What follows belongs to an exercise in optimizing a design on an open flow for small area and a short achievable clock period; a production flow would make more cautious choices. Only simulation tests tie the RTL to the original design; equivalence was not proved. The clock port is modelled as an ideal driver; clocking choices that lean on that would not hold on a real chip.

==> run a <==
==> flow/design.v <==
module fifo_rd_stream #(
    parameter int DATA_WIDTH = 512,
    parameter int RD_LATENCY = 3,
    parameter int BUF_DEPTH  = 8
) (
    input  logic                         i_clk,
    input  logic                         i_rst_n,
    input  logic                         i_enable,
    output logic                         o_fifo_rd,
    input  logic                         i_empty,
    input  logic [DATA_WIDTH-1:0]        i_fifo_data,
    input  logic                         i_fifo_rddata_vld,
    output logic [DATA_WIDTH-1:0]        o_tdata,
    output logic                         o_tvalid,
    input  logic                         i_tready,
    output logic [$clog2(BUF_DEPTH):0]   o_level,
    output logic [$clog2(BUF_DEPTH):0]   o_inflight,
    output logic                         o_error_unexp,
    output logic                         o_error_ovf
);
    localparam int             PW      = $clog2(BUF_DEPTH);
    localparam int             CW      = PW + 1;
    localparam int             SD      = BUF_DEPTH - 1;      
    localparam logic [CW-1:0]  DEPTH_C = CW'(BUF_DEPTH);
    logic w_unused_rd_latency;
    assign w_unused_rd_latency = (RD_LATENCY > 0);
    logic [DATA_WIDTH-1:0] r_head;
    logic [DATA_WIDTH-1:0] r_st [SD];
    logic [SD-1:0]         r_wr_oh;       
    logic [SD-1:0]         r_rd_oh;       
    logic [CW-1:0]         r_level;
    logic [CW-1:0]         r_inflight;
    logic                  r_err_unexp;
    logic                  r_err_ovf;
    logic                  r_tvalid;      
    logic                  r_lvl1;        
    logic                  r_ge2;         
    logic                  r_full;        
    logic                  r_can_issue;   
    logic                  w_issue;
    logic                  w_vld;
    logic                  w_pop;
    logic                  w_wr;
    logic                  w_ovf;
    logic                  w_to_head;
    logic                  w_st_commit;
    logic                  w_st_adv;
    logic [CW-1:0]         w_level_nx;
    logic [CW-1:0]         w_inflight_nx;
    logic [CW:0]           w_committed_nx;
    assign w_issue = i_rst_n & i_enable & ~i_empty & r_can_issue;
    assign w_vld   = i_fifo_rddata_vld;
    assign w_pop   = r_tvalid & i_tready;
    assign w_wr    = w_vld & (~r_full | w_pop);
    assign w_ovf   = w_vld & r_full & ~w_pop;
    assign w_to_head   = ~r_tvalid | (r_lvl1 & i_tready);
    assign w_st_commit = w_wr & ~w_to_head;
    assign w_st_adv    = r_ge2 & i_tready;
    always_comb begin
        w_level_nx = r_level;
        if (w_wr && !w_pop)      w_level_nx = r_level + CW'(1);
        else if (w_pop && !w_wr) w_level_nx = r_level - CW'(1);
        w_inflight_nx = r_inflight;
        if (w_issue && !w_vld)                            w_inflight_nx = r_inflight + CW'(1);
        else if (w_vld && !w_issue && (r_inflight != '0)) w_inflight_nx = r_inflight - CW'(1);
        w_committed_nx = {1'b0, w_inflight_nx} + {1'b0, w_level_nx};
    end
    always_ff @(posedge i_clk or negedge i_rst_n) begin
        if (!i_rst_n) begin
            r_wr_oh     <= SD'(1);
            r_rd_oh     <= SD'(1);
            r_level     <= '0;
            r_inflight  <= '0;
            r_err_unexp <= 1'b0;
            r_err_ovf   <= 1'b0;
            r_tvalid    <= 1'b0;
            r_lvl1      <= 1'b0;
            r_ge2       <= 1'b0;
            r_full      <= 1'b0;
            r_can_issue <= 1'b1;
        end else begin
            r_level     <= w_level_nx;
            r_inflight  <= w_inflight_nx;
            r_tvalid    <= (w_level_nx != '0);
            r_lvl1      <= (w_level_nx == CW'(1));
            r_ge2       <= (w_level_nx >= CW'(2));
            r_full      <= (w_level_nx == DEPTH_C);
            r_can_issue <= (w_committed_nx < {1'b0, DEPTH_C});
            if (w_vld && (r_inflight == '0)) r_err_unexp <= 1'b1;
            if (w_ovf)                       r_err_ovf   <= 1'b1;
            if (w_st_commit) r_wr_oh <= {r_wr_oh[SD-2:0], r_wr_oh[SD-1]};
            if (w_st_adv)    r_rd_oh <= {r_rd_oh[SD-2:0], r_rd_oh[SD-1]};
        end
    end
    always_ff @(posedge i_clk) begin
        for (int k = 0; k < SD; k++) begin
            if (r_wr_oh[k] && (!r_full || i_tready)) r_st[k] <= i_fifo_data;
        end
    end
    logic                  w_h_hold;
    logic                  w_h_in;
    logic [SD-1:0]         w_h_st;
    logic [DATA_WIDTH-1:0] w_head_nx;
    assign w_h_hold = r_tvalid & ~i_tready;
    assign w_h_in   = w_to_head;
    assign w_h_st   = r_rd_oh & {SD{w_st_adv}};
    always_comb begin
        w_head_nx = ({DATA_WIDTH{w_h_hold}} & r_head) | ({DATA_WIDTH{w_h_in}} & i_fifo_data);
        for (int k = 0; k < SD; k++) begin
            w_head_nx = w_head_nx | ({DATA_WIDTH{w_h_st[k]}} & r_st[k]);
        end
    end
    always_ff @(posedge i_clk) begin
        r_head <= w_head_nx;
    end
    assign o_fifo_rd     = w_issue;
    assign o_tvalid      = r_tvalid;
    assign o_tdata       = r_head;
    assign o_level       = r_level;
    assign o_inflight    = r_inflight;
    assign o_error_unexp = r_err_unexp;
    assign o_error_ovf   = r_err_ovf;
endmodule
==> flow/run.sh <==
#!/bin/bash
# synth_recipe.tcl (not shown) runs the flow's synth.tcl, then flattens the netlist and writes it again
# the make line also repeats each setting of config.mk as NAME=value (left out here)
make -C /OpenROAD-flow-scripts/flow DESIGN_CONFIG=/design/flow/config.mk WORK_HOME=/design/flow/orfs CLKGATE_MAP_FILE= SYNTH_SCRIPT=/design/flow/synth_recipe.tcl finish
==> flow/config.mk <==
export PLATFORM = sky130hd
export DESIGN_NAME = fifo_rd_stream
export DESIGN_NICKNAME = fifo_rd_stream
export VERILOG_FILES = /design/flow/design.v
export SDC_FILE = /design/flow/constraint.sdc
export NUM_CORES = 4
export LEC_CHECK = 0
export CAP_MARGIN = 20
export CORE_MARGIN = 2
export CORE_UTILIZATION = 40
export SLEW_MARGIN = 20
export SYNTH_MEMORY_MAX_BITS = 65536
==> flow/constraint.sdc <==
create_clock -name core_clock -period 4.6 [get_ports {i_clk}]
set_input_delay 0.9200 -clock core_clock [delete_from_list [all_inputs] [get_ports {i_clk}]]
set_output_delay 0.9200 -clock core_clock [all_outputs]
set_load 0.01 [all_outputs]
==> run b: changes against run a <==
--- a/flow/design.v
+++ b/flow/design.v
@@ -36,7 +36,7 @@
     logic                  r_lvl1;        
     logic                  r_ge2;         
     logic                  r_full;        
-    logic                  r_can_issue;   
+    logic                  r_no_issue;    
     logic                  w_issue;
     logic                  w_vld;
     logic                  w_pop;
@@ -48,7 +48,7 @@
     logic [CW-1:0]         w_level_nx;
     logic [CW-1:0]         w_inflight_nx;
     logic [CW:0]           w_committed_nx;
-    assign w_issue = i_rst_n & i_enable & ~i_empty & r_can_issue;
+    assign w_issue = i_enable & ~i_empty & ~r_no_issue;
     assign w_vld   = i_fifo_rddata_vld;
     assign w_pop   = r_tvalid & i_tready;
     assign w_wr    = w_vld & (~r_full | w_pop);
@@ -77,7 +77,7 @@
             r_lvl1      <= 1'b0;
             r_ge2       <= 1'b0;
             r_full      <= 1'b0;
-            r_can_issue <= 1'b1;
+            r_no_issue  <= 1'b0;
         end else begin
             r_level     <= w_level_nx;
             r_inflight  <= w_inflight_nx;
@@ -85,7 +85,7 @@
             r_lvl1      <= (w_level_nx == CW'(1));
             r_ge2       <= (w_level_nx >= CW'(2));
             r_full      <= (w_level_nx == DEPTH_C);
-            r_can_issue <= (w_committed_nx < {1'b0, DEPTH_C});
+            r_no_issue  <= (w_committed_nx >= {1'b0, DEPTH_C});
             if (w_vld && (r_inflight == '0)) r_err_unexp <= 1'b1;
             if (w_ovf)                       r_err_ovf   <= 1'b1;
             if (w_st_commit) r_wr_oh <= {r_wr_oh[SD-2:0], r_wr_oh[SD-1]};
@@ -104,16 +104,20 @@
     assign w_h_hold = r_tvalid & ~i_tready;
     assign w_h_in   = w_to_head;
     assign w_h_st   = r_rd_oh & {SD{w_st_adv}};
-    always_comb begin
-        w_head_nx = ({DATA_WIDTH{w_h_hold}} & r_head) | ({DATA_WIDTH{w_h_in}} & i_fifo_data);
-        for (int k = 0; k < SD; k++) begin
-            w_head_nx = w_head_nx | ({DATA_WIDTH{w_h_st[k]}} & r_st[k]);
-        end
-    end
+    logic [DATA_WIDTH-1:0] w_g0n, w_g1n, w_g2n;
+    fifo_rd_stream_aoi222 #(.W(DATA_WIDTH)) u_g0 (
+        .i_sel({w_h_st[0], w_h_in, w_h_hold}), .i_d0(r_head), .i_d1(i_fifo_data), .i_d2(r_st[0]),
+        .o_yn(w_g0n));
+    fifo_rd_stream_aoi222 #(.W(DATA_WIDTH)) u_g1 (
+        .i_sel(w_h_st[3:1]), .i_d0(r_st[1]), .i_d1(r_st[2]), .i_d2(r_st[3]), .o_yn(w_g1n));
+    fifo_rd_stream_aoi222 #(.W(DATA_WIDTH)) u_g2 (
+        .i_sel(w_h_st[6:4]), .i_d0(r_st[4]), .i_d1(r_st[5]), .i_d2(r_st[6]), .o_yn(w_g2n));
+    fifo_rd_stream_nand3 #(.W(DATA_WIDTH)) u_nand (
+        .i_a(w_g0n), .i_b(w_g1n), .i_c(w_g2n), .o_y(w_head_nx));
     always_ff @(posedge i_clk) begin
         r_head <= w_head_nx;
     end
-    assign o_fifo_rd     = w_issue;
+    assign o_fifo_rd     = i_rst_n & i_enable & ~i_empty & ~r_no_issue;
     assign o_tvalid      = r_tvalid;
     assign o_tdata       = r_head;
     assign o_level       = r_level;
@@ -121,3 +125,24 @@
     assign o_error_unexp = r_err_unexp;
     assign o_error_ovf   = r_err_ovf;
 endmodule
+module fifo_rd_stream_aoi222 #(
+    parameter int W = 1
+) (
+    input  logic [2:0]   i_sel,
+    input  logic [W-1:0] i_d0,
+    input  logic [W-1:0] i_d1,
+    input  logic [W-1:0] i_d2,
+    output logic [W-1:0] o_yn
+);
+    assign o_yn = ~(({W{i_sel[0]}} & i_d0) | ({W{i_sel[1]}} & i_d1) | ({W{i_sel[2]}} & i_d2));
+endmodule
+module fifo_rd_stream_nand3 #(
+    parameter int W = 1
+) (
+    input  logic [W-1:0] i_a,
+    input  logic [W-1:0] i_b,
+    input  logic [W-1:0] i_c,
+    output logic [W-1:0] o_y
+);
+    assign o_y = ~(i_a & i_b & i_c);
+endmodule
==> flow/flow/run.sh (new file) <==
#!/bin/bash
# Standard ORFS layout (the standard.sh, synthesis unchanged) with:
#  - port buffers built from buf_1 instead of the default pick (a slow clock-delay cell),
#  - clock tree without dummy loads.
set -euo pipefail
bash standard.sh \
  "BUFFER_PORTS_ARGS=-buffer_cell sky130_fd_sc_hd__buf_1" \
  "CTS_ARGS=-sink_clustering_enable -repair_clock_nets -dont_use_dummy_load" \
  finish > flow_standard.log 2>&1
==> flow/standard.sh (new file) <==
#!/bin/bash
# synth_recipe.tcl (not shown) runs the flow's synth.tcl, then flattens the netlist and writes it again
# the make line also repeats each setting of config.mk as NAME=value (left out here)
make -C /OpenROAD-flow-scripts/flow DESIGN_CONFIG=/design/flow/config.mk WORK_HOME=/design/flow/orfs CLKGATE_MAP_FILE= SYNTH_SCRIPT=/design/flow/synth_recipe.tcl "${@:-finish}"
--- a/flow/config.mk
+++ b/flow/config.mk
@@ -7,6 +7,10 @@
 export LEC_CHECK = 0
 export CAP_MARGIN = 20
 export CORE_MARGIN = 2
-export CORE_UTILIZATION = 40
+export CORE_UTILIZATION = 60
+export PLACE_DENSITY = 0.7
+export SETUP_SLACK_MARGIN = 2.0
 export SLEW_MARGIN = 20
+export SYNTH_HIERARCHICAL = 1
 export SYNTH_MEMORY_MAX_BITS = 65536
+export SYNTH_MINIMUM_KEEP_SIZE = 0
removed: flow/run.sh
==> run c: changes against run a <==
--- a/flow/design.v
+++ b/flow/design.v
@@ -36,7 +36,7 @@
     logic                  r_lvl1;        
     logic                  r_ge2;         
     logic                  r_full;        
-    logic                  r_can_issue;   
+    logic                  r_no_issue;    
     logic                  w_issue;
     logic                  w_vld;
     logic                  w_pop;
@@ -48,7 +48,7 @@
     logic [CW-1:0]         w_level_nx;
     logic [CW-1:0]         w_inflight_nx;
     logic [CW:0]           w_committed_nx;
-    assign w_issue = i_rst_n & i_enable & ~i_empty & r_can_issue;
+    assign w_issue = i_enable & ~i_empty & ~r_no_issue;
     assign w_vld   = i_fifo_rddata_vld;
     assign w_pop   = r_tvalid & i_tready;
     assign w_wr    = w_vld & (~r_full | w_pop);
@@ -77,7 +77,7 @@
             r_lvl1      <= 1'b0;
             r_ge2       <= 1'b0;
             r_full      <= 1'b0;
-            r_can_issue <= 1'b1;
+            r_no_issue  <= 1'b0;
         end else begin
             r_level     <= w_level_nx;
             r_inflight  <= w_inflight_nx;
@@ -85,7 +85,7 @@
             r_lvl1      <= (w_level_nx == CW'(1));
             r_ge2       <= (w_level_nx >= CW'(2));
             r_full      <= (w_level_nx == DEPTH_C);
-            r_can_issue <= (w_committed_nx < {1'b0, DEPTH_C});
+            r_no_issue  <= (w_committed_nx >= {1'b0, DEPTH_C});
             if (w_vld && (r_inflight == '0)) r_err_unexp <= 1'b1;
             if (w_ovf)                       r_err_ovf   <= 1'b1;
             if (w_st_commit) r_wr_oh <= {r_wr_oh[SD-2:0], r_wr_oh[SD-1]};
@@ -104,16 +104,20 @@
     assign w_h_hold = r_tvalid & ~i_tready;
     assign w_h_in   = w_to_head;
     assign w_h_st   = r_rd_oh & {SD{w_st_adv}};
-    always_comb begin
-        w_head_nx = ({DATA_WIDTH{w_h_hold}} & r_head) | ({DATA_WIDTH{w_h_in}} & i_fifo_data);
-        for (int k = 0; k < SD; k++) begin
-            w_head_nx = w_head_nx | ({DATA_WIDTH{w_h_st[k]}} & r_st[k]);
-        end
-    end
+    logic [DATA_WIDTH-1:0] w_g0n, w_g1n, w_g2n;
+    fifo_rd_stream_aoi222 #(.W(DATA_WIDTH)) u_g0 (
+        .i_sel({w_h_st[0], w_h_in, w_h_hold}), .i_d0(r_head), .i_d1(i_fifo_data), .i_d2(r_st[0]),
+        .o_yn(w_g0n));
+    fifo_rd_stream_aoi222 #(.W(DATA_WIDTH)) u_g1 (
+        .i_sel(w_h_st[3:1]), .i_d0(r_st[1]), .i_d1(r_st[2]), .i_d2(r_st[3]), .o_yn(w_g1n));
+    fifo_rd_stream_aoi222 #(.W(DATA_WIDTH)) u_g2 (
+        .i_sel(w_h_st[6:4]), .i_d0(r_st[4]), .i_d1(r_st[5]), .i_d2(r_st[6]), .o_yn(w_g2n));
+    fifo_rd_stream_nand3 #(.W(DATA_WIDTH)) u_nand (
+        .i_a(w_g0n), .i_b(w_g1n), .i_c(w_g2n), .o_y(w_head_nx));
     always_ff @(posedge i_clk) begin
         r_head <= w_head_nx;
     end
-    assign o_fifo_rd     = w_issue;
+    assign o_fifo_rd     = i_rst_n & i_enable & ~i_empty & ~r_no_issue;
     assign o_tvalid      = r_tvalid;
     assign o_tdata       = r_head;
     assign o_level       = r_level;
@@ -121,3 +125,24 @@
     assign o_error_unexp = r_err_unexp;
     assign o_error_ovf   = r_err_ovf;
 endmodule
+module fifo_rd_stream_aoi222 #(
+    parameter int W = 1
+) (
+    input  logic [2:0]   i_sel,
+    input  logic [W-1:0] i_d0,
+    input  logic [W-1:0] i_d1,
+    input  logic [W-1:0] i_d2,
+    output logic [W-1:0] o_yn
+);
+    assign o_yn = ~(({W{i_sel[0]}} & i_d0) | ({W{i_sel[1]}} & i_d1) | ({W{i_sel[2]}} & i_d2));
+endmodule
+module fifo_rd_stream_nand3 #(
+    parameter int W = 1
+) (
+    input  logic [W-1:0] i_a,
+    input  logic [W-1:0] i_b,
+    input  logic [W-1:0] i_c,
+    output logic [W-1:0] o_y
+);
+    assign o_y = ~(i_a & i_b & i_c);
+endmodule
==> flow/flow/run.sh (new file) <==
#!/bin/bash
# Standard ORFS layout (the standard.sh, synthesis unchanged) with:
#  - port buffers built from buf_1 instead of the default pick (a slow clock-delay cell),
#  - a clock tree with larger sink clusters and no dummy loads,
#  - the reset's removal-check delay placed on the flip-flop branch only (flow/rst_branch.tcl).
set -euo pipefail
here=$(pwd)
bash standard.sh \
  "BUFFER_PORTS_ARGS=-buffer_cell sky130_fd_sc_hd__buf_1" \
  "CTS_ARGS=-sink_clustering_enable -repair_clock_nets -dont_use_dummy_load -sink_clustering_size 30 -sink_clustering_max_diameter 100" \
  "PRE_CTS_TCL=$here/flow/rst_branch.tcl" \
  finish > flow_standard.log 2>&1
==> flow/flow/rst_branch.tcl (new file) <==
# PRE_CTS hook: the reset port feeds both the combinational o_fifo_rd gate and the flip-flops'
# asynchronous reset pins. Those pins need extra delay for their removal (hold) check; put a
# delay buffer on that branch only, so the o_fifo_rd path is not slowed, and keep hold repair
# from adding its delay on the shared port net.
set blk [ord::get_db_block]
set pnet [$blk findNet i_rst_n]
set inbuf ""
foreach it [$pnet getITerms] {
  if {[$it isInputSignal]} { set inbuf [$it getInst] }
}
if {$inbuf ne ""} {
  set onet ""
  foreach it [$inbuf getITerms] { if {[$it isOutputSignal]} { set onet [$it getNet] } }
  set loads {}
  foreach it [$onet getITerms] {
    if {![$it isInputSignal]} continue
    set m [[$it getInst] getMaster]
    set pin [[$it getMTerm] getName]
    set mn [$m getName]
    if {$pin eq "RESET_B" || $pin eq "SET_B" || [string match "*__buf_*" $mn] || [string match "*__clkbuf_*" $mn]} {
      lappend loads [get_pins "[[$it getInst] getName]/$pin"]
    }
  }
  puts "rst_branch: [llength $loads] loads moved behind a delay buffer on [$onet getName]"
  if {[llength $loads] > 0} {
    insert_buffer -buffer_cell sky130_fd_sc_hd__dlygate4sd3_1 -net [get_nets [$onet getName]] \
      -load_pins $loads -buffer_name rst_dly_buf -net_name rst_dly
  }
  set_dont_touch [get_nets i_rst_n]
  set_dont_touch [get_nets [$onet getName]]
}
==> flow/standard.sh (new file) <==
#!/bin/bash
# synth_recipe.tcl (not shown) runs the flow's synth.tcl, then flattens the netlist and writes it again
# the make line also repeats each setting of config.mk as NAME=value (left out here)
make -C /OpenROAD-flow-scripts/flow DESIGN_CONFIG=/design/flow/config.mk WORK_HOME=/design/flow/orfs CLKGATE_MAP_FILE= SYNTH_SCRIPT=/design/flow/synth_recipe.tcl "${@:-finish}"
--- a/flow/config.mk
+++ b/flow/config.mk
@@ -7,6 +7,10 @@
 export LEC_CHECK = 0
 export CAP_MARGIN = 20
 export CORE_MARGIN = 2
-export CORE_UTILIZATION = 40
+export CORE_UTILIZATION = 60
+export PLACE_DENSITY = 0.7
+export SETUP_SLACK_MARGIN = 2.2
 export SLEW_MARGIN = 20
+export SYNTH_HIERARCHICAL = 1
 export SYNTH_MEMORY_MAX_BITS = 65536
+export SYNTH_MINIMUM_KEEP_SIZE = 0
removed: flow/run.sh
==> summary of the runs <==
- Run a completed without violations. Run b went through all stages and came out clean. Run c completed without violations.
- Against run c, the synthesized cell count of run a is higher by about 9%.
- Against run a, the routed wire length of run b is smaller by 9.6%.
- Worst setup slack, lowest first: run a, run b, run c.
- Of run a and run c, run a has the higher die area (gap 50%, measured against run c).
- Design area, lowest first: run c, run b, run a.
==> figures <==
metric	run b	run c	run a
RR Endpoint	r_no_issue	r_no_issue	r_can_issue
Result of the run	finished clean	finished clean	finished clean
Req. time, crit path	3680 ps	5280 ps	3680 ps
Critical path destination	o_fifo_rd	r_no_issue	o_fifo_rd
Site Rows	178	178	218
Global routing usage on met2	44.9%	44.3%	35.8%
Overall routed net length	374000 um	368000 um	414000 um
Multi-input logic area	18800 um2	18800 um2	21500 um2
DRC marker count from the first detailed-route iteration	16700	17100	10400
Final worst-path cycle share	60.4%	58.5%	71.1%
Synth Area in XOR/XNOR	0.0423%	0.0423%	0.0246%
Placed Instance Area	148000 um2	148000 um2	161000 um2

## static timing again, ports no longer ideal
In the flow no input, the clock included, has a driving cell. The finished layouts below were timed again as built, in two steps.
Step 1 (the two cells are an assumption about what drives the block):
set clk [get_ports {i_clk}]
set_driving_cell -lib_cell sky130_fd_sc_hd__clkbuf_16 $clk
set_driving_cell -lib_cell sky130_fd_sc_hd__buf_2 [delete_from_list [all_inputs] $clk]
Step 2 moves the port delays by t, midway between the first and last clock arrival at a register: inputs arrive t later, outputs are due t later. That takes back most of the time a late clock gives input paths.
Three values: ideal, step 1, step 2; two values: the first two.
run	t, ns	setup slack, ns	worst register clock-pin slew, ns	cell pins on the clock port's net
run a	1.046	1.329 / 1.224 / 1.027	0.07 / 0.07	1
run b	1.052	1.822 / 1.722 / 1.203	0.07 / 0.07	1
run c	0.881	1.910 / 1.862 / 1.204	0.11 / 0.11	1
After both steps setup and hold are still met in every run listed. For run c, which loses most, drivers alone change the setup slack by -0.048 ns; drivers and shift together by -0.706 ns.
